Source: an optimization exercise on an open RTL-to-GDS flow (aim: small area). Production flows keep margins and buffers that such runs may drop.
Where RTL was checked, it was by simulation tests only, not by an equivalence proof against the original.
Function not checked in runs 6 and 7: the RTL went through the layout flow alone.
Power and IR drop assume default switching activity.

`flow/flow/run.sh`:
```
#!/bin/bash
set -euo pipefail
source flow/knobs.sh
CTS_ARGS_V="-sink_clustering_enable -repair_clock_nets -dont_use_dummy_load"
[[ -n "${CTS_SIZE:-}" ]] && CTS_ARGS_V+=" -sink_clustering_size ${CTS_SIZE}"
[[ -n "${CTS_DIAM:-}" ]] && CTS_ARGS_V+=" -sink_clustering_max_diameter ${CTS_DIAM}"
[[ -n "${CTS_BUFS:-}" ]] && CTS_ARGS_V+=" -buf_list {${CTS_BUFS}}"

bash standard.sh \
  BUFFER_PORTS_ARGS="-buffer_cell sky130_fd_sc_hd__buf_1" \
  CTS_ARGS="${CTS_ARGS_V}" \
  finish > make_finish.log 2>&1
```
`flow/flow/knobs.sh`:
```
CTS_SIZE=20; CTS_DIAM=60; CTS_BUFS="sky130_fd_sc_hd__clkbuf_8"
```
`flow/standard.sh`:
```
#!/bin/bash
# synth_recipe.tcl (not shown) runs the flow's synth.tcl, then flattens the netlist and writes it again
# the make line also repeats each setting of config.mk as NAME=value (left out here)
make -C /OpenROAD-flow-scripts/flow DESIGN_CONFIG=/design/flow/config.mk WORK_HOME=/design/flow/orfs CLKGATE_MAP_FILE= SYNTH_SCRIPT=/design/flow/synth_recipe.tcl "${@:-finish}"
```
`flow/config.mk`:
```
export PLATFORM = sky130hd
export DESIGN_NAME = msix_shim_top
export DESIGN_NICKNAME = msix_shim_top
export VERILOG_FILES = /design/flow/design.v
export SDC_FILE = /design/flow/constraint.sdc
export NUM_CORES = 4
export LEC_CHECK = 0
export CAP_MARGIN = 5
export CORE_MARGIN = 2
export CORE_UTILIZATION = 60
export PLACE_DENSITY = 0.7
export SLEW_MARGIN = 5
export SYNTH_HIERARCHICAL = 1
```
`flow/constraint.sdc`:
```
create_clock -name core_clock -period 4.5 [get_ports {clk}]
set_input_delay 0.9000 -clock core_clock [delete_from_list [all_inputs] [get_ports {clk}]]
set_output_delay 0.9000 -clock core_clock [all_outputs]
set_load 0.01 [all_outputs]
```
`flow/design.v`:
```
`default_nettype none
package msix_pkg;
    localparam int HDR_W  = 64;
    localparam int DATA_W = 64;
    localparam int BEAT_W = HDR_W + DATA_W;
    typedef enum logic [7:0] {
        KIND_MRD  = 8'h00,
        KIND_MWR  = 8'h40,
        KIND_CPL  = 8'h4a,
        KIND_INTR = 8'h30
    } kind_t;
    localparam logic [3:0] CPL_OK          = 4'h0;
    localparam logic [3:0] CPL_UNSUPPORTED = 4'h1;
    typedef struct packed {
        kind_t       kind;
        logic [3:0]  bar;
        logic [3:0]  length;
        logic [7:0]  tag;
        logic [39:0] addr;
    } req_hdr_t;
    typedef struct packed {
        kind_t       kind;
        logic [15:0] vector;
        logic [39:0] rsvd;
    } intr_hdr_t;
    typedef union packed {
        req_hdr_t  req;
        intr_hdr_t intr;
    } hdr_word_u;
endpackage
`default_nettype wire
`timescale 1ns/1ps
`default_nettype none
module msix_shim_top #(
    parameter int TABLE_SIZE    = 8,
    parameter int TABLE_OFFSET  = 32'h2000,
    parameter int MSIX_BAR      = 0,
    parameter int BAR_LOG2_SIZE = 14
) (
    input  logic                        clk,
    input  logic                        rst_n,
    input  logic                        rx_in_valid,
    output logic                        rx_in_ready,
    input  logic [msix_pkg::BEAT_W-1:0] rx_in_data,
    input  logic                        rx_in_last,
    output logic                        rx_out_valid,
    input  logic                        rx_out_ready,
    output logic [msix_pkg::BEAT_W-1:0] rx_out_data,
    output logic                        rx_out_last,
    input  logic                        tx_in_valid,
    output logic                        tx_in_ready,
    input  logic [msix_pkg::BEAT_W-1:0] tx_in_data,
    input  logic                        tx_in_last,
    output logic                        tx_out_valid,
    input  logic                        tx_out_ready,
    output logic [msix_pkg::BEAT_W-1:0] tx_out_data,
    output logic                        tx_out_last
);
    logic [1023:0] ring;
    logic [4:0]    phase;
    logic          clearing;
    logic          rx_sop;
    logic          tx_sop;
    logic          half;        
    logic [31:0] st31, st30, st1, st0;
    assign st31 = ring[1023:992];
    assign st30 = ring[991:960];
    assign st1  = ring[63:32];
    assign st0  = ring[31:0];
    logic [7:0] rx_kind;
    logic [3:0] rx_len;
    logic [4:0] rx_w;
    logic       is_tbl, is_wr, len2, form_ok, ph_w, ph_pair;
    logic       wr_now, wr_acc, cpl_go;
    assign rx_kind = rx_in_data[63:56];
    assign rx_len  = rx_in_data[51:48];
    assign rx_w    = rx_in_data[6:2];
    assign is_tbl  = rx_sop && (rx_kind[7] == 1'b0) && (rx_kind[5:0] == 6'd0) &&
                     (rx_in_data[55:52] == 4'd0) &&
                     (rx_in_data[13:7] == 7'b1000000);
    assign is_wr   = rx_kind[6];
    assign len2    = (rx_len == 4'd2);
    assign form_ok = (rx_len == 4'd1) || (len2 && !rx_in_data[2]);
    assign ph_w    = (phase == rx_w);
    assign ph_pair = (phase[4:1] == rx_w[4:1]);
    assign wr_now = rx_in_valid && is_tbl && is_wr && form_ok && !clearing &&
                    (len2 ? (ph_pair && (!phase[0] || half)) : ph_w);
    assign wr_acc = len2 ? phase[0] : 1'b1;
    assign cpl_go = rx_in_valid && is_tbl && !is_wr && !clearing && ph_w && tx_sop;
    assign rx_out_valid = rx_in_valid && !is_tbl;
    assign rx_out_data  = rx_in_data;
    assign rx_out_last  = rx_in_last;
    assign rx_in_ready = !is_tbl ? rx_out_ready :
                         is_wr   ? (!form_ok || (wr_now && wr_acc)) :
                                   (cpl_go && tx_out_ready);
    logic       is_intr, vec_big, intr_slot, intr_go;
    assign is_intr   = tx_sop && (tx_in_data[63:56] == 8'h30);
    assign vec_big   = |tx_in_data[55:43];
    assign intr_slot = !clearing && !wr_now && (phase == {tx_in_data[42:40], 2'b10});
    assign intr_go   = intr_slot && !vec_big && !st30[0] && !cpl_go;
    assign tx_in_ready = is_intr ? (vec_big || (intr_slot && (st30[0] || (!cpl_go && tx_out_ready))))
                                 : (!cpl_go && tx_out_ready);
    assign tx_out_valid = cpl_go || (tx_in_valid && (is_intr ? intr_go : !cpl_go));
    logic [31:0] ring_in;
    logic        in_lo, in_hi, in_keep;
    assign in_hi   = wr_now && len2 && phase[0];
    assign in_lo   = wr_now && !(len2 && phase[0]);
    assign in_keep = !wr_now && !clearing;
    logic sel_p, sel_c, sel_i, sel_c_lo, sel_c_hi;
    assign sel_c    = cpl_go;
    assign sel_i    = !cpl_go && is_intr;
    assign sel_p    = !cpl_go && !is_intr;
    assign sel_c_lo = cpl_go && form_ok;
    assign sel_c_hi = cpl_go && form_ok && len2;
    for (genvar i = 0; i < 32; i++) begin : g_o
        msix_ao2 u_hi (.a(tx_in_data[96+i]), .sa(sel_p), .b(st30[i]), .sb(sel_c_hi), .y(tx_out_data[96+i]));
        msix_ao2 u_lo (.a(tx_in_data[64+i]), .sa(sel_p), .b(st31[i]), .sb(sel_c_lo || sel_i), .y(tx_out_data[64+i]));
        msix_ao3 u_ad (.a(tx_in_data[i]), .sa(sel_p), .b(rx_in_data[i]), .sb(sel_c), .c(st1[i]), .sc(sel_i), .y(tx_out_data[i]));
        msix_ao3 u_in (.a(rx_in_data[64+i]), .sa(in_lo), .b(rx_in_data[96+i]), .sb(in_hi), .c(st31[i]), .sc(in_keep), .y(ring_in[i]));
    end
    for (genvar i = 0; i < 8; i++) begin : g_a
        msix_ao3 u_ah (.a(tx_in_data[32+i]), .sa(sel_p), .b(rx_in_data[32+i]), .sb(sel_c), .c(st0[i]), .sc(sel_i), .y(tx_out_data[32+i]));
        msix_ao2 u_tg (.a(tx_in_data[40+i]), .sa(sel_p), .b(rx_in_data[40+i]), .sb(sel_c), .y(tx_out_data[40+i]));
    end
    always_comb begin
        tx_out_data[63:56]  = ({8{sel_p}} & tx_in_data[63:56]) | (sel_c ? 8'h4a : 8'h00) | (sel_i ? 8'h40 : 8'h00);
        tx_out_data[55:52]  = ({4{sel_p}} & tx_in_data[55:52]) | {3'b000, sel_c && !form_ok};
        tx_out_data[51:48]  = ({4{sel_p}} & tx_in_data[51:48]) | ({4{sel_c}} & rx_in_data[51:48]) | {3'b000, sel_i};
        tx_out_last         = tx_in_last || !sel_p;
    end
    always_ff @(posedge clk) begin
        if (!rst_n) begin
            phase    <= 5'd0;
            clearing <= 1'b1;
            rx_sop   <= 1'b1;
            tx_sop   <= 1'b1;
            half     <= 1'b0;
        end else begin
            half  <= wr_now && len2 && !phase[0];
            phase <= phase + 5'd1;
            if (phase == 5'd31) clearing <= 1'b0;
            if (rx_in_valid && rx_in_ready) rx_sop <= rx_in_last;
            if (tx_in_valid && tx_in_ready) tx_sop <= tx_in_last;
        end
    end
    always_ff @(posedge clk) begin
        ring <= {ring[991:0], ring_in};
    end
endmodule
`default_nettype wire
module msix_ao2 (
    input  logic a, sa, b, sb,
    output logic y
);
    assign y = (a && sa) || (b && sb);
endmodule
module msix_ao3 (
    input  logic a, sa, b, sb, c, sc,
    output logic y
);
    assign y = (a && sa) || (b && sb) || (c && sc);
endmodule
```
==> out/results.txt, run 1 <==
FF-to-FF path depth = 7
Status = timing/DRC/antenna clean
DR pass1 iterations = 7
Max Freq = 229 MHz
Final min period = 4.36 ns
# H-tree levels = 2
Fraction of registers with async set/reset = 0
First-pass GRT wire length = 65300 um
Buffer levels on the longest clock path = 3
Fin Setup TNS = 0 ns
Gpl congestion = 0.956
Synthesized area = 24100 sq um
Layout area overhead = 11.4%
Critical path class = primary input to output pin
Max-slew violation count = 0
Synth top cells by count = 1033 x dfxtp_1, 129 x buf_4, 80 x inv_1
Vias after detailed routing = 12200
Worst-Margin Slew = 0.682 ns
Sequential-to-total area share from yosys stat = 0.858
YS warnings = 7
Final setup fails = 0
Synth top area share = 0.858
Clk Tree Root Cell = clkbuf_8
Number of CTS-inserted buffers = 59
Ports = 526
Ys flop type = dfxtp_1
Row cnt = 73
Area leader, netlist = dfxtp_1
VDD IR max = 0.000323 V
Fin. Hold Viols = 0
Number of max-cap violations = 0
Leakage = 10.8 nW
Die span in y = 204 um
Initial antenna violation count = 2
Pwr dens = 488 nW/um^2
Clk sinks = 1033
Worst-Skew Late Latency = 0.67 ns
Relative slew margins = 0.546
Area contributors post-synth = dfxtp_1 86%, buf_4 4.0%, a222oi_1 3.0%
Worst setup path start = rx_in_data[60]
Largest net degree at the start of global routing = 49
Layout cells sized above 1 = 0.0519
Starting Density = 0.607
Synthesis-stage register bit count = 1033
Via density = 4.87
Mean post-synth cell area = 16.0 sq um
WP data arrival = 3.46 ns
Worst Hold Launch = ring[772]$_DFF_P_
Clock transition at the registers of the reported paths = 0.10 ns
Crit path launch type = primary input
Synth cell types = 44
Core Area = 39700 sq um
Post-CTS Hold Fix Bufs = 0
CP endpoint kind = output pin
NumNets Final = 2252
Vias in the first global route = 11200
Post-Synthesis Net Count = 1773
Fill count = 2849
Total Wirelength = 45100 um
Period utilization = 0.970
Die area = 41800 sq um
Post-synth EDFFs = 0
Wire per inst = 18.0 um
CP Data Required Time = 3.60 ns
TritonCTS clock tree = built
DRC = 0
Clock skew = 0.0703 ns
Hpwl dp = 30700 um
Total congestion overflow = 0
Mapped Cells = 1506
Unrepaired setup endpoints after global routing = false
CP max FO = 48
Count leader, synth = dfxtp_1
FF-to-FF Start = phase[1]$_SDFF_PN0_
Port Buffers = 525
Final Util = 0.676
Post-CTS Setup Repair Bufs = 0
ANT nets after route = 0
Starting DRT DRC Count = 1124
Worst Hold Class = flop to flop
Die Wd = 204 um
GRT Total Usage = 0.210
Hold depth = 0
-- power by group --
part | switching (mW) | internal (mW)
combinational | 0.237 | 0.165
clock | 2.38 | 1.18
sequential | 0.00612 | 9.14
total | 2.63 | 10.5
-- metrics by stage --
step	cell area (sq um)	power (mW)	hold WS, ns	worst slack, ns	instances
after global placement	26000	9.75	0.310	0.277	2449
after global routing	26900	13.6	0.275	0.0639	2509
final	26900	13.1	0.278	0.135	2509
after CTS	26800	13.2	0.282	0.138	2508
after detailed placement	26000	9.75	0.312	0.170	2449
after floorplan	24100	9.60	0.310	0.0982	1506
-- Yosys stat by module, one instance, submodules excluded --
| module | flops+latches | cells inside | times used |
|---|---|---|---|
| msix_shim_top | 1033 | 1290 | 1 |
| msix_ao3 | 0 | 2 | 72 |
| msix_ao2 | 0 | 1 | 72 |
-- flip-flops by register name, summed over array words and instances (netlist names) --
name and flops:
half 1, ring 1024, clearing 1, phase 5, rx_sop 1, tx_sop 1
-- final cells by class --
class | instances | area [sq um] | area share
flip-flops and latches | 1033 | 20700 | 0.770
clock buffers | 59 | 812 | 0.0302
diodes | 1 | 2.50 | 0.0000932
multi-input cells | 260 | 2180 | 0.0811
repair buffers | 551 | 2220 | 0.0827
inverters | 80 | 304 | 0.0113
well taps | 525 | 657 | 0.0245
-- placed cells by master (no fill, tap or decap), types with 3 or more instances in the layout --
master and instances:
buf_4 21, buf_12 4, clkbuf_8 59, and3_1 8, and2_1 5, o21ai_0 4
nor2_1 13, nor3b_1 4, inv_1 79, nor2b_1 3, a22o_1 72, nand2b_1 7
a222oi_1 72, nand3_1 7, nand4_1 3, xor2_1 8, buf_1 525, ha_1 3
nor3_1 5, a21oi_1 4, nor4_1 3, dfxtp_1 1032, nand2_1 9
-- path summary, 6_finish.rpt --
kind | endpoint | slack (ns)
worst min-delay path | ring[804]$_DFF_P_ | 0.28
worst min register to register | ring[804]$_DFF_P_ | 0.28
worst max register to register | ring[29]$_DFF_P_ | 1.63
worst max-delay path | tx_out_data[31] | 0.14
-- layer usage --
| metal | track usage | wire length, um | vias to the layer above |
|---|---|---|---|
| met5 | 0 | 13 | - |
| met4 | 0.0717 | 1070 | 2 |
| met3 | 0.0362 | 3100 | 70 |
| met2 | 0.313 | 19700 | 526 |
| met1 | 0.312 | 21200 | 5817 |
| li1 | - | - | 5809 |
-- kinds of logic (layout without fill, tap and decap cells) --
group                    after synthesis  count (layout)  share of synthesized area
AO/OA/AOI/OAI                        163             163                     0.0613
XOR/XNOR                              10              10                    0.00363
adder cells (fa/ha/maj)                3               3                    0.00156
buffers and inverters                213             690                     0.0536
flip-flops                          1033            1033                      0.858
multiplexers                           1               1                   0.000415
other                                  0               1                          0
AND/OR/NAND/NOR                       83              83                     0.0217
-- worst max-delay path, cell delays in order --
cell and delay [ns]:
buf_1 0.09, or4b_2 0.74, nor2_1 0.14, and3_4 0.23
nand2_1 0.15, and2_4 0.28, buf_12 0.20, a222oi_1 0.43
inv_1 0.08, buf_1 0.14
-- repair_timing --
action | in CTS | in global routing
endpoints found under the setup margin | 0 | 40
endpoints found under the hold margin | 0 | 0
gates resized for setup | 0 | 2
==> inputs of run 2 (changes only) <==
--- a/flow/design.v
+++ b/flow/design.v
@@ -122,12 +122,15 @@
         msix_ao3 u_ah (.a(tx_in_data[32+i]), .sa(sel_p), .b(rx_in_data[32+i]), .sb(sel_c), .c(st0[i]), .sc(sel_i), .y(tx_out_data[32+i]));
         msix_ao2 u_tg (.a(tx_in_data[40+i]), .sa(sel_p), .b(rx_in_data[40+i]), .sb(sel_c), .y(tx_out_data[40+i]));
     end
-    always_comb begin
-        tx_out_data[63:56]  = ({8{sel_p}} & tx_in_data[63:56]) | (sel_c ? 8'h4a : 8'h00) | (sel_i ? 8'h40 : 8'h00);
-        tx_out_data[55:52]  = ({4{sel_p}} & tx_in_data[55:52]) | {3'b000, sel_c && !form_ok};
-        tx_out_data[51:48]  = ({4{sel_p}} & tx_in_data[51:48]) | ({4{sel_c}} & rx_in_data[51:48]) | {3'b000, sel_i};
-        tx_out_last         = tx_in_last || !sel_p;
+    for (genvar i = 0; i < 4; i++) begin : g_l
+        if (i == 0)
+            msix_ao3 u_ln (.a(tx_in_data[48+i]), .sa(sel_p), .b(rx_in_data[48+i]), .sb(sel_c), .c(1'b1), .sc(sel_i), .y(tx_out_data[48+i]));
+        else
+            msix_ao2 u_ln (.a(tx_in_data[48+i]), .sa(sel_p), .b(rx_in_data[48+i]), .sb(sel_c), .y(tx_out_data[48+i]));
     end
+    assign tx_out_data[63:56] = ({8{sel_p}} & tx_in_data[63:56]) | (sel_c ? 8'h4a : 8'h00) | (sel_i ? 8'h40 : 8'h00);
+    assign tx_out_data[55:52] = ({4{sel_p}} & tx_in_data[55:52]) | {3'b000, sel_c && !form_ok};
+    assign tx_out_last        = tx_in_last || !sel_p;
     always_ff @(posedge clk) begin
         if (!rst_n) begin
             phase    <= 5'd0;
--- a/flow/config.mk
+++ b/flow/config.mk
@@ -5,9 +5,10 @@
 export SDC_FILE = /design/flow/constraint.sdc
 export NUM_CORES = 4
 export LEC_CHECK = 0
-export CAP_MARGIN = 5
+export CAP_MARGIN = 20
 export CORE_MARGIN = 2
 export CORE_UTILIZATION = 60
+export GPL_TIMING_DRIVEN = 0
 export PLACE_DENSITY = 0.7
-export SLEW_MARGIN = 5
+export SLEW_MARGIN = 20
 export SYNTH_HIERARCHICAL = 1
==> out/results.txt, run 2 <==
Status = timing/DRC/antenna clean
Starting DRT DRC Count = 1102 (-2.0%)
Commonest non-fill, non-tap cell in the layout = dfxtp_1
Layout area overhead = 16.1%
Final Util = 0.703 (+0.0274)
Mapped Cells = 1491 (-1.0%)
Fin. Hold Viols = 0 (unchanged)
Total congestion overflow = 0 (unchanged)
NumNets Final = 2365 (+5.0%)
Synthesized area = 24000 sq um (-0.40%)
Number of max-cap violations = 0 (unchanged)
GRT Total Usage = 0.209 (-0.000702)
Final min period = 4.45 ns (+0.0861 ns)
Worst Hold Class = flop to flop
Hpwl dp = 31200 um (+1.5%)
Post-CTS Hold Fix Bufs = 0 (unchanged)
Post-synth EDFFs = 0 (unchanged)
DR pass1 iterations = 9 (+2)
Clock skew = 0.0640 ns (-0.00622 ns)
Die span in y = 204 um (-0.20%)
Row cnt = 73 (unchanged)
Die area = 41600 sq um (-0.40%)
Critical path class = primary input to output pin
Ys flop type = dfxtp_1
Relative slew margins = 0.328 (-0.218)
Number of CTS-inserted buffers = 58 (-1.7%)
WP data arrival = 3.55 ns (+0.09 ns)
YS warnings = 7 (unchanged)
Count leader, synth = dfxtp_1
Die Wd = 204 um (-0.20%)
Clk sinks = 1033 (unchanged)
TritonCTS clock tree = built
Vias in the first global route = 11700 (+5.3%)
ANT nets after route = 0 (unchanged)
Buffer levels on the longest clock path = 3 (unchanged)
Max-slew violation count = 0 (unchanged)
Clk Tree Root Cell = clkbuf_8
Port Buffers = 525 (unchanged)
Largest net degree at the start of global routing = 70 (+43%)
Sequential-to-total area share from yosys stat = 0.861 (+0.00349)
Ports = 526 (unchanged)
# H-tree levels = 2 (unchanged)
Synth top area share = 0.861 (+0.00349)
Setup WS post-layout = 0.0491 ns (-0.0861 ns)
Worst-Margin Slew = 1.01 ns (+0.327 ns)
Layout cells sized above 1 = 0.112 (+0.0597)
Post-Synthesis Net Count = 1758 (-0.85%)
Starting Density = 0.606 (-0.00106)
Unrepaired setup endpoints after global routing = false
Most frequent cells in the layout = 1032 x dfxtp_1, 523 x buf_1, 136 x buf_4
CP max FO = 69 (+44%)
Gpl congestion = 0.894 (-6.5%)
DRC = 0 (unchanged)
Largest Register = ring
Worst-Skew Late Latency = 0.63 ns (-0.04 ns)
CP Data Required Time = 3.60 ns (about the same)
First-pass GRT wire length = 66200 um (+1.4%)
Leakage = 11.3 nW (+5.2%)
Area leader, netlist = dfxtp_1
Total Wirelength = 45500 um (+0.92%)
Largest register FFs = 1024 (unchanged)
Synth top cells by count = 1033 x dfxtp_1, 129 x buf_4, 81 x inv_1
Final setup fails = 0 (unchanged)
Regs by FF count = ring x1024, phase x5
Pwr dens = 472 nW/um^2 (-3.3%)
Synthesis-stage register bit count = 1033 (unchanged)
Fraction of registers with async set/reset = 0 (unchanged)
Pre-CTS setup slack = -1.82 ns (-1.99 ns)
Max Freq = 225 MHz (-1.9%)
Crit path launch type = primary input
Synth cell types = 38 (-14%)
Vias after detailed routing = 12600 (+3.2%)
Wire per inst = 17.3 um (-3.4%)
CP endpoint kind = output pin
Initial antenna violation count = 0 (-2)
Core Area = 39600 sq um (-0.23%)
Mean post-synth cell area = 16.1 sq um (+0.60%)
VDD IR max = 0.000347 V (+7.4%)
Clock transition at the registers of the reported paths = 0.11 ns (about the same)
Area contributors post-synth = dfxtp_1 86%, buf_4 4.0%, a222oi_1 3.0%
Period utilization = 0.989 (+0.0191)
Via density = 4.81 (-1.2%)
-- run 2: metrics by stage --
stage	hold slack (ns)	area (sq um)	power, mW	instances	TNS, ns
3_5_place_dp	0.312	26900	9.83	2550	-158.45
2_1_floorplan	0.310	24000	9.60	1491	0
5_1_grt	0.252	27900	13.6	2621	0
3_3_place_gp	0.310	26700	9.82	2541	-383.37
4_1_cts	0.255	27900	13.3	2621	0
6_report	0.258	27900	13.2	2622	0
-- run 2: final cells by class --
cell class | instances | area (sq um)
Clock buffer | 58 | 798
Sequential cell | 1033 | 20700
Multi-Input combinational cell | 247 | 2160
Fill cell | 2732 | 11800
Tap cell | 525 | 657
Buffer | 132 | 997
Timing Repair Buffer | 544 | 2270
Antenna cell | 1 | 2.50
Timing Repair inverter | 1 | 5.00
Inverter | 81 | 308
-- run 2: final timing paths --
| path | from | end | slack, ns | cells past startpoint |
|---|---|---|---|---|
| setup / recovery | rx_in_data[13] | tx_out_data[16] | 0.05 | 11 |
| hold / removal | ring[408]$_DFF_P_ | ring[440]$_DFF_P_ | 0.26 | 0 |
| setup reg to reg | rx_sop$_SDFFE_PN1P_ | ring[11]$_DFF_P_ | 1.22 | 9 |
| hold reg to reg | ring[408]$_DFF_P_ | ring[440]$_DFF_P_ | 0.26 | 0 |
-- run 2: cells by family (layout without fill, tap and decap cells) --
group | count (synthesis) | after routing | synth area share
fa+ha+maj | 3 | 3 | 0.00156
buf+inv | 213 | 816 | 0.0538
mux | 1 | 1 | 0.000417
compound gates | 164 | 164 | 0.0624
simple gates | 66 | 68 | 0.0168
xor+xnor | 10 | 10 | 0.00365
flops | 1033 | 1033 | 0.861
other cells | 1 | 2 | 0.000156
-- run 2: Yosys stat by module, one instance, submodules excluded --
module         times used  flops+latches  cells  area, sq um
msix_ao2               75              0      1         8.76
msix_shim_top           1           1033   1270        22400
msix_ao3               73              0      2         13.8
-- run 2: what timing repair did --
| action | 4_1_cts | 5_1_grt |
|---|---|---|
| setup endpoints to repair | 131 | 36 |
| setup buffers | 10 | 0 |
| gates cloned | 3 | 0 |
| resized for setup | 17 | 2 |
| pin swaps | 6 | 4 |
-- run 2: routing by layer --
metal	vias up	part of all wire	GRT usage
met3	61	0.070	0.0470
met2	459	0.44	0.315
met1	6070	0.47	0.310
met4	2	0.015	0.0523
met5	-	0.0010	0
li1	6023	-	-
-- run 2: worst max-delay path: stages --
cell and delay, ns:
clkbuf_4 0.17, nor4b_4 0.42, nand4_1 0.30, nor4_4 0.22
buf_6 0.16, nand2_8 0.11, and2_4 0.22, buf_16 0.18
a222oi_1 0.53, inv_1 0.07, buf_1 0.14
-- run 2: where the power goes --
part	leakage (nW)	switching, mW	total (mW)	internal (mW)
Sequential	8.32	0.00480	9.14	9.14
Combinational	2.61	0.251	0.486	0.234
Clock	0.417	2.36	3.53	1.16
==> inputs of run 3 (changes only) <==
--- a/flow/config.mk
+++ b/flow/config.mk
@@ -7,8 +7,7 @@
 export LEC_CHECK = 0
 export CAP_MARGIN = 20
 export CORE_MARGIN = 2
-export CORE_UTILIZATION = 60
-export GPL_TIMING_DRIVEN = 0
-export PLACE_DENSITY = 0.7
+export CORE_UTILIZATION = 50
+export PLACE_DENSITY = 0.6
 export SLEW_MARGIN = 20
 export SYNTH_HIERARCHICAL = 1
==> out/results.txt, run 3 <==
Die area = 49800 sq um (+20%)
Clk Tree Root Cell = clkbuf_8
Die Wd = 223 um (+9.4%)
Relative slew margins = 0.279 (-0.0490)
Synth Area in Adders = 0.00156 (unchanged)
Ports = 526 (unchanged)
Layout area overhead = 11.9%
Pwr dens = 489 nW/um^2 (+3.5%)
First-pass GRT wire length = 68600 um (+3.6%)
Count leader, synth = dfxtp_1
Largest register FFs = 1024 (unchanged)
Number of max-cap violations = 0 (unchanged)
Synth cell types = 38 (unchanged)
Layout cells sized above 1 = 0.0519 (-0.0598)
XOR/XNOR share of the synthesized area = 0.00365 (unchanged)
Final setup fails = 0 (unchanged)
Post-synth EDFFs = 0 (unchanged)
Critical path class = primary input to output pin
Row cnt = 80 (+9.6%)
Worst-Skew Late Latency = 0.68 ns (+0.05 ns)
Area contributors post-synth = dfxtp_1 86%, buf_4 4.0%, a222oi_1 3.0%
Gpl congestion = 0.936 (+4.7%)
Unrepaired setup endpoints after global routing = false
Synth top cells by count = 1033 x dfxtp_1, 129 x buf_4, 81 x inv_1
VDD IR max = 0.000361 V (+4.0%)
Area leader, netlist = dfxtp_1
GRT Total Usage = 0.185 (-0.0247)
# placed instances = 2522 (-1.1%)
Critical path, cell by cell = buf_1 -> nor4b_2 -> nand4_1 -> nor4_4 -> buf_4 -> nand2_2 -> clkinvlp_4 -> nor2_4 -> a21o_2 -> buf_4 -> a22o_1 -> buf_1
Port Buffers = 525 (unchanged)
Period utilization = 0.965 (-0.0236)
Max-slew violation count = 0 (unchanged)
Die span in y = 223 um (+9.4%)
Fraction of registers with async set/reset = 0 (unchanged)
Regs by FF count = ring x1024, phase x5
Vias in the first global route = 11500 (-2.4%)
Initial antenna violation count = 6 (+6)
Leakage = 10.7 nW (-5.7%)
Largest Register = ring
WP data arrival = 3.44 ns (-0.11 ns)
Status = timing/DRC/antenna clean
Crit path max-delay cell type = nor2_4
Synthesized area = 24000 sq um (unchanged)
Most frequent cells in the layout = 1033 x dfxtp_1, 525 x buf_1, 80 x inv_1
Mean post-synth cell area = 16.1 sq um (unchanged)
Fin Setup TNS = 0 ns (unchanged)
Sequential-to-total area share from yosys stat = 0.861 (unchanged)
Crit path launch type = primary input
Worst-Margin Slew = 1.08 ns (+0.0735 ns)
Ys flop type = dfxtp_1
Mapped Cells = 1491 (unchanged)
Delay of the slowest critical-path stage = 0.73 ns (+0.20 ns)
DR pass1 iterations = 9 (unchanged)
Clk sinks = 1033 (unchanged)
Synth Area in Compound Gates = 0.0624 (unchanged)
Critical path buffers and inverters = 5 (unchanged)
Starting Density = 0.505 (-0.101)
Vias after detailed routing = 12100 (-3.8%)
Starting DRT DRC Count = 938 (-15%)
CP Data Required Time = 3.60 ns (about the same)
Via density = 4.69 (-2.4%)
Commonest non-fill, non-tap cell in the layout = dfxtp_1
Worst Hold Class = flop to flop
Max Freq = 230 MHz (+2.4%)
TritonCTS clock tree = built
Synthesis-stage register bit count = 1033 (unchanged)
Synth top area share = 0.861 (unchanged)
Post-CTS Hold Fix Bufs = 0 (unchanged)
Worst reg-to-reg setup slack = 1.51 ns (+0.29 ns)
Largest family of logic cells by synthesized area = compound AO/OA/AOI/OAI gates
Top delay family on crit path = simple AND/OR/NAND/NOR gates
Hpwl dp = 32500 um (+4.3%)
Clock skew = 0.0540 ns (-0.0100 ns)
Hold Slack = 0.279 ns (+0.0211 ns)
Buffer levels on the longest clock path = 3 (unchanged)
Post-Synth Simple-Gate Area = 0.0168 (unchanged)
Core Area = 47500 sq um (+20%)
NumNets Final = 2236 (-5.5%)
DRC = 0 (unchanged)
CP endpoint kind = output pin
Total Wirelength = 47700 um (+4.8%)
# H-tree levels = 2 (unchanged)
Total congestion overflow = 0 (unchanged)
Final min period = 4.34 ns (-0.106 ns)
ANT nets after route = 0 (unchanged)
YS warnings = 7 (unchanged)
Number of CTS-inserted buffers = 59 (+1.7%)
Fin. Hold Viols = 0 (unchanged)
Largest net degree at the start of global routing = 61 (-13%)
Clock transition at the registers of the reported paths = 0.11 ns (about the same)
Wire per inst = 18.4 um (+6.3%)
CP max FO = 23 (-67%)
Post-synthesis mux area share = 0.000417 (unchanged)
Post-Synthesis Net Count = 1758 (unchanged)
Final Non-Filler Cells = 2585 (-1.4%)
[run 3: changes by cell type in the layout (fill, tap and decap cells not counted), sizes merged]
| cell | change |
|---|---|
| diode | +2 |
| buf | -123 |
| clkinvlp | -1 |
| clkdlybuf4s15 | -1 |
| and2 | -2 |
| clkbuf | -2 |
[run 3: path summary, 6_finish.rpt]
| check | from | end | depth (start not counted) |
|---|---|---|---|
| hold / removal | ring[118]$_DFF_P_ | ring[150]$_DFF_P_ | 0 |
| setup / recovery | rx_in_data[13] | tx_out_data[89] | 12 |
| hold reg to reg | ring[118]$_DFF_P_ | ring[150]$_DFF_P_ | 0 |
| setup reg to reg | rx_sop$_SDFFE_PN1P_ | ring[20]$_DFF_P_ | 9 |
[run 3: stage by stage]
| stage | power, mW | setup slack, ns | cell area, sq um | util |
|---|---|---|---|---|
| 2_1_floorplan | 9.60 | 0.109 | 24000 | - |
| 3_3_place_gp | 9.76 | 0.177 | 26000 | 0.548 |
| 3_5_place_dp | 9.76 | 0.145 | 26000 | 0.548 |
| 4_1_cts | 13.3 | 0.119 | 26800 | 0.565 |
| 5_1_grt | 13.6 | 0.0176 | 26900 | 0.565 |
| 6_report | 13.1 | 0.155 | 26900 | 0.565 |
[run 3: power by group]
group          internal [mW]  switching (mW)  total, mW  leakage [nW]
registers               9.14         0.00486       9.14          8.32
logic                  0.167           0.244      0.411          1.95
clock network           1.18            2.40       3.58         0.424
[run 3: what timing repair did]
action                     CTS  global route
setup buffers                0             1
gates resized for setup      0             4
setup endpoints to repair    0             6
[run 3: Yosys stat by module (local to each module, per instance)]
| module | cells inside | flip-flops and latches |
|---|---|---|
| msix_ao3 | 2 | 0 |
| msix_ao2 | 1 | 0 |
| msix_shim_top | 1270 | 1033 |
[run 3: metal layers]
metal  wire (um)  part of all wire  global-route usage  vias to the layer above
met4        1100             0.023              0.0569                        0
met3        3100             0.065              0.0390                       81
met2       20800              0.44               0.276                      475
li1            -                 -                   -                     5757
met5           0                 0                   0                        -
met1       22700              0.48               0.270                     5820
[run 3: logic make-up (layout without fill, tap and decap cells)]
kind of cell             after synthesis  count (layout)
AO/OA/AOI/OAI                        164             164
XOR/XNOR                              10              10
adder cells (fa/ha/maj)                3               3
buffers and inverters                213             689
flip-flops                          1033            1033
multiplexers                           1               1
other                                  1               4
AND/OR/NAND/NOR                       66              66
[run 3: area by class of cell]
type / count / area, sq um
Sequential cell: 1033 / 20700
Clock buffer: 59 / 812
Timing Repair Buffer: 549 / 2200
Antenna cell: 3 / 7.51
Inverter: 81 / 308
Tap cell: 615 / 769
Multi-Input combinational cell: 245 / 2100
Fill cell: 3866 / 20700
==> inputs of run 4 (changes only) <==
--- a/flow/config.mk
+++ b/flow/config.mk
@@ -7,7 +7,7 @@
 export LEC_CHECK = 0
 export CAP_MARGIN = 20
 export CORE_MARGIN = 2
-export CORE_UTILIZATION = 50
-export PLACE_DENSITY = 0.6
+export CORE_UTILIZATION = 65
+export PLACE_DENSITY = 0.75
 export SLEW_MARGIN = 20
 export SYNTH_HIERARCHICAL = 1
==> out/results.txt, run 4 <==
Status = timing/DRC/antenna clean
Initial antenna violation count = 4 (-2)
Worst Hold Class = flop to flop
Synth cell types = 38 (unchanged)
Via density = 5.06 (+7.7%)
Critical path class = primary input to output pin
Final min period = 4.31 ns (-0.0311 ns)
Row cnt = 70 (-13%)
Area contributors post-synth = dfxtp_1 86%, buf_4 4.0%, a222oi_1 3.0%
Crit path launch type = primary input
Ys flop type = dfxtp_1
Sequential-to-total area share from yosys stat = 0.861 (unchanged)
First-pass GRT wire length = 67700 um (-1.2%)
Post-CTS Setup Repair Bufs = 0 (unchanged)
Worst-Skew Late Latency = 0.63 ns (-0.05 ns)
Largest net degree at the start of global routing = 44 (-28%)
Final Util = 0.732 (+0.167)
Post-CTS sizing = 0 (unchanged)
Fraction of registers with async set/reset = 0 (unchanged)
WP data arrival = 3.41 ns (-0.03 ns)
Synthesized area = 24000 sq um (unchanged)
Synthesis-stage register bit count = 1033 (unchanged)
Synth top area share = 0.861 (unchanged)
Switching fraction of total power = 0.201 (-0.000850)
Die span in y = 196 um (-12%)
Fin Setup TNS = 0 ns (unchanged)
Layout cells sized above 1 = 0.0542 (+0.00235)
Clk Tree Root Cell = clkbuf_8
Max Freq = 232 MHz (+0.72%)
Core Area = 36500 sq um (-23%)
Period utilization = 0.959 (-0.00691)
DRC = 0 (unchanged)
Vias after detailed routing = 12400 (+1.8%)
Leakage = 10.7 nW (+0.24%)
CP max FO = 36 (+57%)
Max-slew violation count = 0 (unchanged)
Clock transition at the registers of the reported paths = 0.11 ns (about the same)
Final Non-Filler Cells = 2443 (-5.5%)
Largest register FFs = 1024 (unchanged)
Number of CTS-inserted buffers = 57 (-3.4%)
GRT Total Usage = 0.234 (+0.0491)
Switching power = 2.62 mW (-0.88%)
Post-synth EDFFs = 0 (unchanged)
Largest Register = ring
Regs by FF count = ring x1024, phase x5
Hpwl dp = 31400 um (-3.6%)
Vias in the first global route = 11800 (+2.8%)
Most frequent cells in the layout = 1033 x dfxtp_1, 525 x buf_1, 80 x inv_1
Count leader, synth = dfxtp_1
NumNets Final = 2243 (+0.31%)
# H-tree levels = 2 (unchanged)
Flop pwr share = 0.700 (+0.004)
Commonest non-fill, non-tap cell in the layout = dfxtp_1
Relative slew margins = 0.474 (+0.195)
Worst-Margin Slew = 0.789 ns (-0.293 ns)
Die area = 38500 sq um (-23%)
Layout area overhead = 11.4%
Post-CTS Hold Fix Bufs = 0 (unchanged)
DR pass1 iterations = 8 (-1)
Clock skew = 0.0444 ns (-0.00959 ns)
CP endpoint kind = output pin
Mapped Cells = 1491 (unchanged)
# placed instances = 2385 (-5.4%)
Unrepaired setup endpoints after global routing = false
Fill count = 2384 (-38%)
VDD IR max = 0.000335 V (-7.0%)
Area leader, netlist = dfxtp_1
TritonCTS clock tree = built
Final setup fails = 0 (unchanged)
Total Wirelength = 46100 um (-3.3%)
Post-Synthesis Net Count = 1758 (unchanged)
Starting DRT DRC Count = 1105 (+18%)
Pwr dens = 489 nW/um^2 (about the same)
Number of max-cap violations = 0 (unchanged)
Fin. Hold Viols = 0 (unchanged)
Port Buffers = 525 (unchanged)
Gpl congestion = 0.990 (+5.7%)
Ports = 526 (unchanged)
Wire per inst = 18.9 um (+2.3%)
Pwr Total = 13.1 mW (-0.46%)
Starting Density = 0.657 (+0.152)
Clock share of power = 0.269 (-0.003)
Total congestion overflow = 0 (unchanged)
CP Data Required Time = 3.60 ns (about the same)
YS warnings = 7 (unchanged)
Logic pwr share = 0.031 (about the same)
Clk sinks = 1033 (unchanged)
Buffer levels on the longest clock path = 3 (unchanged)
ANT nets after route = 0 (unchanged)
Synth top cells by count = 1033 x dfxtp_1, 129 x buf_4, 81 x inv_1
Int Pwr = 10.4 mW (-0.35%)
Die Wd = 196 um (-12%)
Mean post-synth cell area = 16.1 sq um (unchanged)
-- run 4: cell counts after synthesis --
Identical to the previous run, type by type.
-- run 4: power groups by stage --
stage | registers [mW] | clock network, mW | logic, mW
3_3_place_gp | 9.36 | 0 | 0.392
3_5_place_dp | 9.36 | 0 | 0.397
2_1_floorplan | 9.35 | 0 | 0.249
4_1_cts | 9.15 | 3.64 | 0.400
5_1_grt | 9.15 | 3.96 | 0.432
6_report | 9.15 | 3.52 | 0.408
-- run 4: final cells by class --
type | instances | area (sq um) | share of cell area
antenna | 1 | 2.50 | 0.0000936
multi-input combinational | 245 | 2090 | 0.0783
sequential | 1033 | 20700 | 0.773
timing repair buffer | 558 | 2290 | 0.0857
inverter | 81 | 308 | 0.0115
clock buffer | 57 | 785 | 0.0293
tap | 468 | 586 | 0.0219
-- run 4: modules after synthesis, one instance, submodules excluded --
module	cells inside	cell area [sq um]	copies in the design	flops+latches
msix_ao3	2	13.8	73	0
msix_ao2	1	8.76	75	0
msix_shim_top	1270	22400	1	1033
-- run 4: layer usage --
metal / track usage / routed length, um / vias to the layer above
met3: 0.0552 / 3630 / 102
met2: 0.339 / 19600 / 563
met5: 0 / 42 / -
met4: 0.0662 / 1120 / 6
li1: - / - / 5769
met1: 0.353 / 21800 / 5911
-- run 4: cell families (layout without fill, tap and decap cells) --
family | after synthesis | in the layout | synth area share
adders and majority gates | 3 | 3 | 0.00156
muxes | 1 | 1 | 0.000417
AOI/OAI and AO/OA | 164 | 164 | 0.0624
and+or+nand+nor | 66 | 66 | 0.0168
DFF | 1033 | 1033 | 0.861
xor gates and xnor gates | 10 | 10 | 0.00365
other | 1 | 2 | 0.000156
buffers and inverters | 213 | 696 | 0.0538
-- run 4: path summary, 6_finish.rpt --
check	start	to	slack, ns	cells after the start
max reg2reg	phase[4]$_SDFF_PN0_	ring[26]$_DFF_P_	1.37	9
min	ring[161]$_DFF_P_	ring[193]$_DFF_P_	0.31	0
min reg2reg	ring[161]$_DFF_P_	ring[193]$_DFF_P_	0.31	0
max	rx_in_data[6]	tx_out_data[39]	0.19	10
-- run 4: critical path, stage by stage --
cell and delay, ns:
buf_1 0.12, xnor2_1 0.35, nand3_1 0.25, nor3_1 0.31, nand2_1 0.25, and2_4 0.23
buf_12 0.16, a222oi_1 0.54, inv_1 0.09, buf_1 0.15
-- run 4: stage by stage --
| step | area (sq um) | worst slack (ns) | hold WS, ns |
|---|---|---|---|
| 2_1_floorplan | 24000 | 0.109 | 0.310 |
| 3_3_place_gp | 25900 | 0.256 | 0.310 |
| 3_5_place_dp | 25900 | 0.150 | 0.312 |
| 4_1_cts | 26700 | 0.131 | 0.306 |
| 5_1_grt | 26700 | 0.0201 | 0.301 |
| 6_report | 26700 | 0.186 | 0.306 |
==> inputs of run 5 (changes only) <==
--- a/flow/config.mk
+++ b/flow/config.mk
@@ -7,7 +7,7 @@
 export LEC_CHECK = 0
 export CAP_MARGIN = 20
 export CORE_MARGIN = 2
-export CORE_UTILIZATION = 65
-export PLACE_DENSITY = 0.75
+export CORE_UTILIZATION = 60
+export PLACE_DENSITY = 0.7
 export SLEW_MARGIN = 20
 export SYNTH_HIERARCHICAL = 1
==> out/results.txt, run 5 <==
Worst-Skew Late Latency = 0.66 ns (+0.03 ns)
Synth top area share = 0.861 (unchanged)
# H-tree levels = 2 (unchanged)
Switching power = 2.62 mW (-0.19%)
CP Data Required Time = 3.60 ns (about the same)
Number of max-cap violations = 0 (unchanged)
Synthesized area = 24000 sq um (unchanged)
Final Util = 0.676 (-0.0563)
Largest net degree at the start of global routing = 63 (+43%)
Hpwl dp = 30100 um (-4.0%)
Total congestion overflow = 0 (unchanged)
Starting DRT DRC Count = 1354 (+23%)
Synth top cells by count = 1033 x dfxtp_1, 129 x buf_4, 81 x inv_1
Switching fraction of total power = 0.200 (-0.000594)
Vias in the first global route = 11300 (-3.9%)
Final min period = 4.24 ns (-0.0726 ns)
DR pass1 iterations = 10 (+2)
NumNets Final = 2236 (-0.31%)
Max-slew violation count = 0 (unchanged)
Synth cell types = 38 (unchanged)
Commonest non-fill, non-tap cell in the layout = dfxtp_1
Period utilization = 0.942 (-0.0161)
Row cnt = 73 (+4.3%)
Leakage = 10.7 nW (-0.18%)
Int Pwr = 10.5 mW (+0.18%)
Relative slew margins = 0.323 (-0.151)
Die span in y = 204 um (+4.0%)
Port Buffers = 525 (unchanged)
GRT Total Usage = 0.205 (-0.0291)
Mapped Cells = 1491 (unchanged)
Gpl congestion = 0.958 (-3.2%)
Layout cells sized above 1 = 0.0519 (-0.00235)
Initial antenna violation count = 2 (-2)
Worst-Margin Slew = 1.02 ns (+0.227 ns)
First-pass GRT wire length = 63700 um (-5.9%)
Logic pwr share = 0.031 (about the same)
Crit path launch type = primary input
Post-Synthesis Net Count = 1758 (unchanged)
Mean post-synth cell area = 16.1 sq um (unchanged)
VDD IR max = 0.000430 V (+28%)
TritonCTS clock tree = built
Layout area overhead = 11.6%
Worst Hold Class = flop to flop
Largest register FFs = 1024 (unchanged)
Antenna Diode Count = 0 (-1)
Clock share of power = 0.270 (about the same)
Fin Setup TNS = 0 ns (unchanged)
Ys flop type = dfxtp_1
CP endpoint kind = output pin
Largest Register = ring
Clk Tree Root Cell = clkbuf_8
Post-synth EDFFs = 0 (unchanged)
WP data arrival = 3.34 ns (-0.07 ns)
Most frequent cells in the layout = 1032 x dfxtp_1, 525 x buf_1, 80 x inv_1
Fin. Hold Viols = 0 (unchanged)
Starting Density = 0.606 (-0.0517)
Clock skew = 0.0501 ns (+0.00573 ns)
Total Wirelength = 44500 um (-3.6%)
CP max FO = 23 (-36%)
Core Area = 39600 sq um (+8.5%)
DRC = 0 (unchanged)
Pwr dens = 488 nW/um^2 (about the same)
Area contributors post-synth = dfxtp_1 86%, buf_4 4.0%, a222oi_1 3.0%
Synthesis-stage register bit count = 1033 (unchanged)
Die area = 41600 sq um (+8.2%)
Sequential-to-total area share from yosys stat = 0.861 (unchanged)
ANT nets after route = 0 (unchanged)
Post-CTS Setup Repair Bufs = 0 (unchanged)
Flop pwr share = 0.699 (about the same)
Regs by FF count = ring x1024, phase x5
Unrepaired setup endpoints after global routing = false
Fill count = 2872 (+20%)
Vias after detailed routing = 12200 (-1.4%)
Buffer levels on the longest clock path = 3 (unchanged)
Die Wd = 204 um (+4.0%)
Max Freq = 236 MHz (+1.7%)
Fraction of registers with async set/reset = 0 (unchanged)
Final setup fails = 0 (unchanged)
Via density = 4.89 (-3.3%)
Area leader, netlist = dfxtp_1
Clk sinks = 1033 (unchanged)
Clock transition at the registers of the reported paths = 0.11 ns (about the same)
Ports = 526 (unchanged)
Area of the multi-input gates = 2100 sq um (+0.12%)
Count leader, synth = dfxtp_1
Wire per inst = 17.8 um (-5.5%)
Register area = 20700 sq um (about the same)
Number of CTS-inserted buffers = 58 (+1.8%)
Critical path class = primary input to output pin
Status = timing/DRC/antenna clean
YS warnings = 7 (unchanged)
==> run 5: cell counts after synthesis <==
No cell type changed its count.
==> run 5: power groups by stage <==
stage,logic [mW],registers (mW),clock network (mW)
after floorplan,0.249,9.35,0
after global placement,0.391,9.36,0
after detailed placement,0.393,9.36,0
after CTS,0.395,9.15,3.67
after global routing,0.428,9.15,3.99
final,0.403,9.15,3.54
==> run 5: kinds of logic (layout without fill, tap and decap cells) <==
logic type	Yosys count	after routing	share of synthesized area
simple gates	66	66	0.0168
fa+ha+maj	3	3	0.00156
other cells	1	1	0.000156
xor+xnor	10	10	0.00365
mux	1	1	0.000417
compound gates	164	164	0.0624
buf+inv	213	689	0.0538
flops	1033	1033	0.861
==> run 5: stage by stage <==
step                hold WS (ns)  cell area, sq um  power [mW]  setup WS [ns]  cells
finish                     0.281             26800        13.1          0.259   2492
global route               0.286             26800        13.6         0.0132   2492
CTS                        0.279             26800        13.2         0.0331   2492
detailed placement         0.312             26000        9.75          0.179   2434
global placement           0.310             26000        9.75          0.212   2434
floorplan                  0.310             24000        9.60          0.109   1491
==> run 5: what timing repair did <==
action | 4_1_cts | 5_1_grt
gates resized for setup | 0 | 4
setup endpoints to repair | 0 | 9
hold buffers | 0 | 0
==> run 5: final timing paths <==
path / from / endpoint / slack, ns / cells after the start
setup / recovery: rx_in_data[57] / tx_out_data[16] / 0.26 / 12
hold / removal: ring[609]$_DFF_P_ / ring[641]$_DFF_P_ / 0.28 / 0
hold reg to reg: ring[609]$_DFF_P_ / ring[641]$_DFF_P_ / 0.28 / 0
setup reg to reg: rx_sop$_SDFFE_PN1P_ / ring[25]$_DFF_P_ / 1.32 / 10
==> run 5: worst max-delay path, stage by stage <==
cell	delay, ns
buf_1	0.12
nor4b_2	0.27
buf_4	0.19
nand4_1	0.20
nor4_4	0.36
nand2_2	0.14
clkinvlp_4	0.16
nor2_4	0.11
buf_12	0.19
a222oi_1	0.48
inv_1	0.08
buf_1	0.14
==> run 5: cell type report <==
| type | count | area share |
|---|---|---|
| clock buffer | 58 | 0.0298 |
| inverter | 81 | 0.0115 |
| multi-input combinational | 245 | 0.0782 |
| sequential | 1033 | 0.772 |
| tap | 525 | 0.0245 |
| timing repair buffer | 550 | 0.0843 |
==> run 5: layer usage <==
layer | routed length [um] | global-route usage
met1 | 20400 | 0.297
met3 | 4090 | 0.0649
met4 | 920 | 0.0644
met2 | 19100 | 0.294
met5 | 13 | 0
==> run 5: per-module statistics from Yosys (local to each module, per instance) <==
module | cells inside | copies in the design
msix_shim_top | 1270 | 1
msix_ao3 | 2 | 73
msix_ao2 | 1 | 75
==> inputs of run 6 (changes only) <==
--- a/flow/design.v
+++ b/flow/design.v
@@ -62,6 +62,8 @@
     logic          rx_sop;
     logic          tx_sop;
     logic          half;        
+    logic [4:0]    phase_inc;
+    assign phase_inc = phase + 5'd1;
     logic [31:0] st31, st30, st1, st0;
     assign st31 = ring[1023:992];
     assign st30 = ring[991:960];
@@ -86,7 +88,10 @@
     assign wr_now = rx_in_valid && is_tbl && is_wr && form_ok && !clearing &&
                     (len2 ? (ph_pair && (!phase[0] || half)) : ph_w);
     assign wr_acc = len2 ? phase[0] : 1'b1;
-    assign cpl_go = rx_in_valid && is_tbl && !is_wr && !clearing && ph_w && tx_sop;
+    logic cpl_due, cpl_due_d;
+    assign cpl_due_d = rx_in_valid && is_tbl && !is_wr && (phase_inc == rx_w) &&
+                       !(clearing && phase != 5'd31);
+    assign cpl_go    = cpl_due && tx_sop;
     assign rx_out_valid = rx_in_valid && !is_tbl;
     assign rx_out_data  = rx_in_data;
     assign rx_out_last  = rx_in_last;
@@ -138,9 +143,11 @@
             rx_sop   <= 1'b1;
             tx_sop   <= 1'b1;
             half     <= 1'b0;
+            cpl_due  <= 1'b0;
         end else begin
+            cpl_due <= cpl_due_d;
             half  <= wr_now && len2 && !phase[0];
-            phase <= phase + 5'd1;
+            phase <= phase_inc;
             if (phase == 5'd31) clearing <= 1'b0;
             if (rx_in_valid && rx_in_ready) rx_sop <= rx_in_last;
             if (tx_in_valid && tx_in_ready) tx_sop <= tx_in_last;
==> out/results.txt, run 6 <==
Post-layout instance area = 26900 sq um (+0.24%)
# H-tree levels = 2 (unchanged)
CP endpoint kind = output pin
Max Freq = 238 MHz (+1.1%)
Die area = 41900 sq um (+0.57%)
Pwr Total = 13.2 mW (+0.60%)
CP max FO = 4 (-83%)
Fin. Hold Viols = 0 (unchanged)
Post-Synthesis Net Count = 1777 (+1.1%)
Unrepaired setup endpoints after global routing = false
Vias after detailed routing = 12400 (+1.8%)
Via density = 4.94 (+1.1%)
Status = timing/DRC/antenna clean
DR pass1 iterations = 9 (-1)
ANT nets after route = 0 (unchanged)
Cell Area, Placed = 26100 sq um (+0.26%)
Final min period = 4.19 ns (-0.0461 ns)
Post-synth EDFFs = 0 (unchanged)
Regs by FF count = ring x1024, phase x5
Mapped Cells = 1510 (+1.3%)
Clock skew = 0.0832 ns (+0.0331 ns)
Area leader, netlist = dfxtp_1
Met1 Track Usage GR = 0.320 (+0.0238)
Flop pwr share = 0.695 (-0.004)
Final Util = 0.676 (about the same)
Area contributors post-synth = dfxtp_1 86%, buf_4 4.0%, a222oi_1 3.0%
Layout cells sized above 1 = 0.0494 (-0.00244)
Final setup fails = 0 (unchanged)
Vias in the first global route = 11500 (+2.0%)
Number of max-cap violations = 0 (unchanged)
NumNets Final = 2252 (+0.72%)
WP data arrival = 3.29 ns (-0.05 ns)
Leakage = 10.7 nW (about the same)
Clock transition at the registers of the reported paths = 0.11 ns (about the same)
Clk sinks = 1034 (+0.097%)
GRT Total Usage = 0.224 (+0.0196)
Max-slew violation count = 0 (unchanged)
Critical path class = flop to output pin
Top delay family on crit path = simple AND/OR/NAND/NOR gates
Crit path launch type = flop
Buffer levels on the longest clock path = 3 (unchanged)
Clock share of power = 0.273 (+0.003)
Int Pwr = 10.5 mW (+0.27%)
Synth cell types = 51 (+34%)
Core Area = 39700 sq um (+0.23%)
Period utilization = 0.932 (-0.0102)
Largest net degree at the start of global routing = 77 (+22%)
Synthesis-stage register bit count = 1034 (+0.097%)
Worst Hold Class = flop to flop
Switching fraction of total power = 0.203 (+0.00264)
Post-CTS Hold Fix Bufs = 0 (unchanged)
Relative slew margins = 0.210 (-0.113)
DRC = 0 (unchanged)
Fill count = 2714 (-5.5%)
Met3 GRT Util = 0.0490 (-0.0159)
Starting Density = 0.608 (+0.00217)
Critical path, cell by cell = or4b_1 -> or2_1 -> or4_4 -> nor2_2 -> nor2_4 -> a221o_1 -> buf_1
Worst-Margin Slew = 1.18 ns (+0.165 ns)
Critical path buffers and inverters = 1 (-5)
First-pass GRT wire length = 68800 um (+8.0%)
Switching power = 2.67 mW (+1.9%)
Number of CTS-inserted buffers = 59 (+1.7%)
YS warnings = 7 (unchanged)
Wire per inst = 19.4 um (+8.6%)
CP Data Required Time = 3.60 ns (about the same)
Pwr dens = 490 nW/um^2 (+0.36%)
Port Buffers = 525 (unchanged)
Most Crowded Layer GR = met2
Count leader, synth = dfxtp_1
Post-CTS Setup Repair Bufs = 0 (unchanged)
Largest Register = ring
Most frequent cells in the layout = 1034 x dfxtp_1, 525 x buf_1, 79 x inv_1
Sequential-to-total area share from yosys stat = 0.857 (-0.00421)
Fin Setup TNS = 0 ns (unchanged)
Fraction of registers with async set/reset = 0 (unchanged)
Post-CTS sizing = 0 (unchanged)
Worst-Skew Late Latency = 0.68 ns (+0.02 ns)
Commonest non-fill, non-tap cell in the layout = dfxtp_1
Ys flop type = dfxtp_1
Layout area overhead = 11.2%
Synthesized area = 24200 sq um (+0.59%)
Hpwl dp = 33300 um (+11%)
Largest register FFs = 1024 (unchanged)
Mean post-synth cell area = 16.0 sq um (-0.68%)
Ports = 526 (unchanged)
Total Wirelength = 48600 um (+9.3%)
GR Util met2 = 0.346 (+0.0523)
Synth top area share = 0.857 (-0.00421)
Die span in y = 205 um (+0.29%)
Total congestion overflow = 0 (unchanged)
Initial antenna violation count = 3 (+1)
Antenna Diode Count = 0 (unchanged)
Crit path max-delay cell type = or4b_1
TritonCTS clock tree = built
Row cnt = 73 (unchanged)
VDD IR max = 0.000479 V (+11%)
Die Wd = 205 um (+0.29%)
Starting DRT DRC Count = 1223 (-9.7%)
Synth top cells by count = 1034 x dfxtp_1, 129 x buf_4, 80 x inv_1
Delay of the slowest critical-path stage = 0.58 ns (+0.10 ns)
Gpl congestion = 0.948 (-1.1%)
Clk Tree Root Cell = clkbuf_8
Logic pwr share = 0.031 (about the same)
## run 6: final cells by class
cell class              count  area (sq um)  share of cell area
clock buffers              59           812              0.0302
inverters                  80           300              0.0112
well taps                 525           657              0.0245
repair buffers            547          2170              0.0809
flip-flops and latches   1034         20700               0.771
multi-input cells         263          2220              0.0827
## run 6: worst paths after layout
| kind | from | end | slack (ns) | cells past startpoint |
|---|---|---|---|---|
| worst max-delay path | rx_sop$_SDFFE_PN1P_ | tx_out_valid | 0.31 | 7 |
| worst min-delay path | ring[882]$_DFF_P_ | ring[914]$_DFF_P_ | 0.28 | 0 |
| worst max register to register | rx_sop$_SDFFE_PN1P_ | ring[19]$_DFF_P_ | 1.30 | 8 |
| worst min register to register | ring[882]$_DFF_P_ | ring[914]$_DFF_P_ | 0.28 | 0 |
## run 6: logic make-up (layout without fill, tap and decap cells)
| group | after synthesis | in the layout | share of synthesized area |
|---|---|---|---|
| compound gates | 170 | 170 | 0.0647 |
| xor+xnor | 14 | 14 | 0.00508 |
| fa+ha+maj | 3 | 3 | 0.00155 |
| buf+inv | 213 | 686 | 0.0531 |
| flops | 1034 | 1034 | 0.857 |
| mux | 1 | 1 | 0.000414 |
| other cells | 1 | 1 | 0.000155 |
| simple gates | 74 | 74 | 0.0179 |
## run 6: power by group through the flow
stage	registers [mW]	clock network [mW]	logic (mW)
after floorplan	9.36	0	0.253
after global placement	9.36	0	0.405
after detailed placement	9.37	0	0.407
after CTS	9.16	3.71	0.409
after global routing	9.16	4.03	0.440
final	9.16	3.60	0.414
## run 6: through the flow
step	setup WS [ns]	hold slack, ns	instances
after floorplan	0.471	0.310	1510
after global placement	0.365	0.310	2449
after detailed placement	0.344	0.312	2449
after CTS	0.233	0.274	2508
after global routing	0.156	0.268	2508
final	0.305	0.279	2508
## run 6: routing by layer
layer	wire, um	vias to the layer above
met2	22400	573
met3	3480	85
met4	1080	2
li1	-	5825
met1	21700	5914
met5	13	-
## run 6: modules after synthesis (local to each module, per instance)
module	flip-flops and latches	area, sq um
msix_shim_top	1034	22500
msix_ao2	0	8.76
msix_ao3	0	13.8
==> inputs of run 7 (changes only) <==
--- a/flow/design.v
+++ b/flow/design.v
@@ -62,8 +62,6 @@
     logic          rx_sop;
     logic          tx_sop;
     logic          half;        
-    logic [4:0]    phase_inc;
-    assign phase_inc = phase + 5'd1;
     logic [31:0] st31, st30, st1, st0;
     assign st31 = ring[1023:992];
     assign st30 = ring[991:960];
@@ -88,10 +86,7 @@
     assign wr_now = rx_in_valid && is_tbl && is_wr && form_ok && !clearing &&
                     (len2 ? (ph_pair && (!phase[0] || half)) : ph_w);
     assign wr_acc = len2 ? phase[0] : 1'b1;
-    logic cpl_due, cpl_due_d;
-    assign cpl_due_d = rx_in_valid && is_tbl && !is_wr && (phase_inc == rx_w) &&
-                       !(clearing && phase != 5'd31);
-    assign cpl_go    = cpl_due && tx_sop;
+    assign cpl_go = rx_in_valid && is_tbl && !is_wr && !clearing && ph_w && tx_sop && !tx_in_valid;
     assign rx_out_valid = rx_in_valid && !is_tbl;
     assign rx_out_data  = rx_in_data;
     assign rx_out_last  = rx_in_last;
@@ -102,21 +97,21 @@
     assign is_intr   = tx_sop && (tx_in_data[63:56] == 8'h30);
     assign vec_big   = |tx_in_data[55:43];
     assign intr_slot = !clearing && !wr_now && (phase == {tx_in_data[42:40], 2'b10});
-    assign intr_go   = intr_slot && !vec_big && !st30[0] && !cpl_go;
-    assign tx_in_ready = is_intr ? (vec_big || (intr_slot && (st30[0] || (!cpl_go && tx_out_ready))))
-                                 : (!cpl_go && tx_out_ready);
-    assign tx_out_valid = cpl_go || (tx_in_valid && (is_intr ? intr_go : !cpl_go));
+    assign intr_go   = intr_slot && !vec_big && !st30[0];
+    assign tx_in_ready = is_intr ? (vec_big || (intr_slot && (st30[0] || tx_out_ready)))
+                                 : tx_out_ready;
+    assign tx_out_valid = cpl_go || (tx_in_valid && (!is_intr || intr_go));
     logic [31:0] ring_in;
     logic        in_lo, in_hi, in_keep;
     assign in_hi   = wr_now && len2 && phase[0];
     assign in_lo   = wr_now && !(len2 && phase[0]);
     assign in_keep = !wr_now && !clearing;
     logic sel_p, sel_c, sel_i, sel_c_lo, sel_c_hi;
-    assign sel_c    = cpl_go;
-    assign sel_i    = !cpl_go && is_intr;
-    assign sel_p    = !cpl_go && !is_intr;
-    assign sel_c_lo = cpl_go && form_ok;
-    assign sel_c_hi = cpl_go && form_ok && len2;
+    assign sel_c    = !tx_in_valid;
+    assign sel_i    = tx_in_valid && is_intr;
+    assign sel_p    = tx_in_valid && !is_intr;
+    assign sel_c_lo = !tx_in_valid && form_ok;
+    assign sel_c_hi = !tx_in_valid && form_ok && len2;
     for (genvar i = 0; i < 32; i++) begin : g_o
         msix_ao2 u_hi (.a(tx_in_data[96+i]), .sa(sel_p), .b(st30[i]), .sb(sel_c_hi), .y(tx_out_data[96+i]));
         msix_ao2 u_lo (.a(tx_in_data[64+i]), .sa(sel_p), .b(st31[i]), .sb(sel_c_lo || sel_i), .y(tx_out_data[64+i]));
@@ -143,11 +138,9 @@
             rx_sop   <= 1'b1;
             tx_sop   <= 1'b1;
             half     <= 1'b0;
-            cpl_due  <= 1'b0;
         end else begin
-            cpl_due <= cpl_due_d;
             half  <= wr_now && len2 && !phase[0];
-            phase <= phase_inc;
+            phase <= phase + 5'd1;
             if (phase == 5'd31) clearing <= 1'b0;
             if (rx_in_valid && rx_in_ready) rx_sop <= rx_in_last;
             if (tx_in_valid && tx_in_ready) tx_sop <= tx_in_last;
==> out/results.txt, run 7 <==
Status = timing/DRC/antenna clean
Vias in the first global route = 12100 (+5.0%)
DR pass1 iterations = 10 (+1)
ANT nets after route = 0 (unchanged)
Crit path max-delay cell type = or2_2
Synth top cells by count = 1033 x dfxtp_1, 129 x buf_4, 78 x inv_1
Pwr Total = 13.3 mW (+0.72%)
Final setup fails = 0 (unchanged)
Area contributors post-synth = dfxtp_1 86%, buf_4 4.0%, a222oi_1 3.0%
Synthesis-stage register bit count = 1033 (-0.097%)
Delay of the slowest critical-path stage = 0.87 ns (+0.29 ns)
Wire per inst = 20.9 um (+7.8%)
NumNets Final = 2233 (-0.84%)
Die Wd = 204 um (-0.24%)
Clock skew = 0.0940 ns (+0.0107 ns)
Die area = 41700 sq um (-0.49%)
Hpwl dp = 36000 um (+8.1%)
Count leader, synth = dfxtp_1
Sequential-to-total area share from yosys stat = 0.860 (+0.00345)
Total congestion overflow = 0 (unchanged)
Cell Area, Placed = 25900 sq um (-0.68%)
Register area = 20700 sq um (about the same)
FF-to-FF Start = rx_sop$_SDFFE_PN1P_
Unrepaired setup endpoints after global routing = false
Max Freq = 253 MHz (+5.9%)
Post-synthesis mux area share = 0.00146 (+0.00104)
Synth Area in Adders = 0.00156 (+0.00000777)
Clk Tree Root Cell = clkbuf_8
Leakage = 10.7 nW (about the same)
Mean post-synth cell area = 16.1 sq um (+0.43%)
VDD IR max = 0.000417 V (-13%)
Largest family of logic cells by synthesized area = compound AO/OA/AOI/OAI gates
DRC = 0 (unchanged)
Area of the multi-input gates = 2100 sq um (-5.3%)
Antenna Diode Count = 0 (unchanged)
Row cnt = 73 (unchanged)
Ports = 526 (unchanged)
Fraction of registers with async set/reset = 0 (unchanged)
Gpl congestion = 0.964 (+1.7%)
Mapped Cells = 1496 (-0.93%)
Starting DRT DRC Count = 1144 (-6.5%)
Max-slew violation count = 0 (unchanged)
Post-CTS Setup Repair Bufs = 0 (unchanged)
Commonest non-fill, non-tap cell in the layout = dfxtp_1
Regs by FF count = ring x1024, phase x5
Worst setup path start = rx_in_data[49]
Post-synth EDFFs = 0 (unchanged)
Post-Synth Simple-Gate Area = 0.0167 (-0.00126)
Buffer levels on the longest clock path = 3 (unchanged)
Worst-Margin Slew = 1.10 ns (-0.0853 ns)
Worst-Skew Late Latency = 0.67 ns (about the same)
Fill count = 2646 (-2.5%)
# H-tree levels = 2 (unchanged)
Number of max-cap violations = 0 (unchanged)
Layout cells sized above 1 = 0.0443 (-0.00512)
Critical path, cell by cell = buf_1 -> nor3b_1 -> o21ai_0 -> nor2_1 -> or2_2 -> a22o_1 -> buf_1
YS warnings = 7 (unchanged)
CP endpoint kind = output pin
Port Buffers = 525 (unchanged)
Number of CTS-inserted buffers = 60 (+1.7%)
Worst Hold Class = flop to flop
Worst Hold Launch = ring[44]$_DFF_P_
CP Data Required Time = 3.60 ns (about the same)
Synthesized area = 24000 sq um (-0.50%)
Hold depth = 0 (unchanged)
Largest net degree at the start of global routing = 55 (-29%)
Synth top area share = 0.860 (+0.00345)
Final Util = 0.674 (-0.00258)
# placed instances = 2429 (-0.82%)
Period utilization = 0.880 (-0.0521)
Relative slew margins = 0.269 (+0.0598)
Setup WS post-layout = 0.540 ns (+0.235 ns)
Layout area overhead = 11.1%
Core Area = 39600 sq um (-0.23%)
Pwr dens = 497 nW/um^2 (+1.3%)
Post-layout instance area = 26700 sq um (-0.61%)
Vias after detailed routing = 12400 (-0.29%)
GRT Total Usage = 0.245 (+0.0203)
Crit path launch type = primary input
Largest Register = ring
Total Wirelength = 52000 um (+7.0%)
Clk sinks = 1033 (-0.097%)
XOR/XNOR share of the synthesized area = 0.00364 (-0.00143)
CP max FO = 32 (+28)
Critical path class = primary input to output pin
Post-CTS Hold Fix Bufs = 0 (unchanged)
TritonCTS clock tree = built
Final min period = 3.96 ns (-0.235 ns)
Ys flop type = dfxtp_1
WP data arrival = 3.06 ns (-0.23 ns)
Clock transition at the registers of the reported paths = 0.11 ns (about the same)
Top cell by count, worst path = buf_1
Post-Synthesis Net Count = 1763 (-0.79%)
Area leader, netlist = dfxtp_1
FF-to-FF path depth = 8 (unchanged)
Fin Setup TNS = 0 ns (unchanged)
Synth cell types = 42 (-18%)
First-pass GRT wire length = 74500 um (+8.2%)
Most frequent cells in the layout = 1033 x dfxtp_1, 525 x buf_1, 77 x inv_1
Initial antenna violation count = 3 (unchanged)
Die span in y = 204 um (-0.24%)
Final Non-Filler Cells = 2489 (-0.76%)
Via density = 4.97 (+0.47%)
Synth Area in Compound Gates = 0.0629 (-0.00181)
Pre-CTS setup slack = 0.497 ns (+0.153 ns)
Fin. Hold Viols = 0 (unchanged)
Post-CTS sizing = 0 (unchanged)
Hold Slack = 0.296 ns (+0.0169 ns)
Largest register FFs = 1024 (unchanged)
Starting Density = 0.606 (-0.00163)
## run 7: cell count changes in the layout (fill, tap and decap cells not counted), moves of 3 or more
cell,change
o21ai_0,+3
xor2_1,-4
nor4b_1,+3
nand2_1,+4
buf_4,-7
nor3_1,-3
## run 7: layout make-up
cell class | instances | area share
inverters | 78 | 0.0110
clock buffers | 60 | 0.0309
multi-input cells | 252 | 0.0788
well taps | 525 | 0.0246
repair buffers | 541 | 0.0802
flip-flops and latches | 1033 | 0.775
## run 7: final timing paths
check	endpoint	slack, ns
max	tx_out_data[85]	0.54
min	ring[76]$_DFF_P_	0.30
max reg2reg	ring[27]$_DFF_P_	1.38
min reg2reg	ring[76]$_DFF_P_	0.30
## run 7: power by group
group	internal (mW)	switching (mW)	total, mW
Clock	1.20	2.44	3.63
Combinational	0.178	0.301	0.479
Sequential	9.14	0.00542	9.15
## run 7: cell families (layout without fill, tap and decap cells)
group | count (synthesis) | after routing
XOR/XNOR | 10 | 10
multiplexers | 3 | 3
adder cells (fa/ha/maj) | 3 | 3
other | 1 | 1
buffers and inverters | 211 | 679
AO/OA/AOI/OAI | 166 | 166
flip-flops | 1033 | 1033
AND/OR/NAND/NOR | 69 | 69
## run 7: routing by layer
layer  up-vias  wire length [um]  share of wire  track usage
li1       5753                 -              -            -
met1      5970             22200           0.43        0.320
met2       520             25400           0.49        0.413
met3       116              2870          0.055       0.0437
met4         4              1540          0.030       0.0820
met5         -                20        0.00038            0
## run 7: critical path: cells and delay by family
kind	cells	cell delay (ns)
AND/OR/NAND/NOR	3	1.33
AO/OA/AOI/OAI	2	0.43
buffers and inverters	2	0.35
## run 7: per-module statistics from Yosys (local to each module, per instance)
module,copies in the design,cell area [sq um],cells
msix_ao2,75,8.76,1
msix_ao3,73,13.8,2
msix_shim_top,1,22400,1275

==> separate check: timing with driven ports <==
No port has a modelled driver above. Below, the same layouts with a new extraction and two added sets of constraints.
Step 1 assumes that a clkbuf_16 drives the clock port and a buf_2 every other input.
Step 2 times the ports against the registers' clock, not the clock port: input delays grow and output delays shrink by t, the midpoint of the rising clock arrivals with the driver on.
a / b / c = no drivers / after step 1 / after step 2; a / b = the first two.
run | t, ns | slack for setup (ns)
run 1 | 0.690 | 0.135 / 0.098 / 0.098
run 2 | 0.654 | 0.049 / -0.007 / -0.007
run 3 | 0.692 | 0.155 / 0.125 / 0.125
run 4 | 0.665 | 0.186 / 0.160 / 0.160
run 5 | 0.682 | 0.259 / 0.238 / 0.238
run 6 | 0.679 | 0.305 / 0.253 / 0.328
run 7 | 0.679 | 0.540 / 0.467 / 0.467
With both steps, setup timing fails in run 2, where it was met with ideal ports.
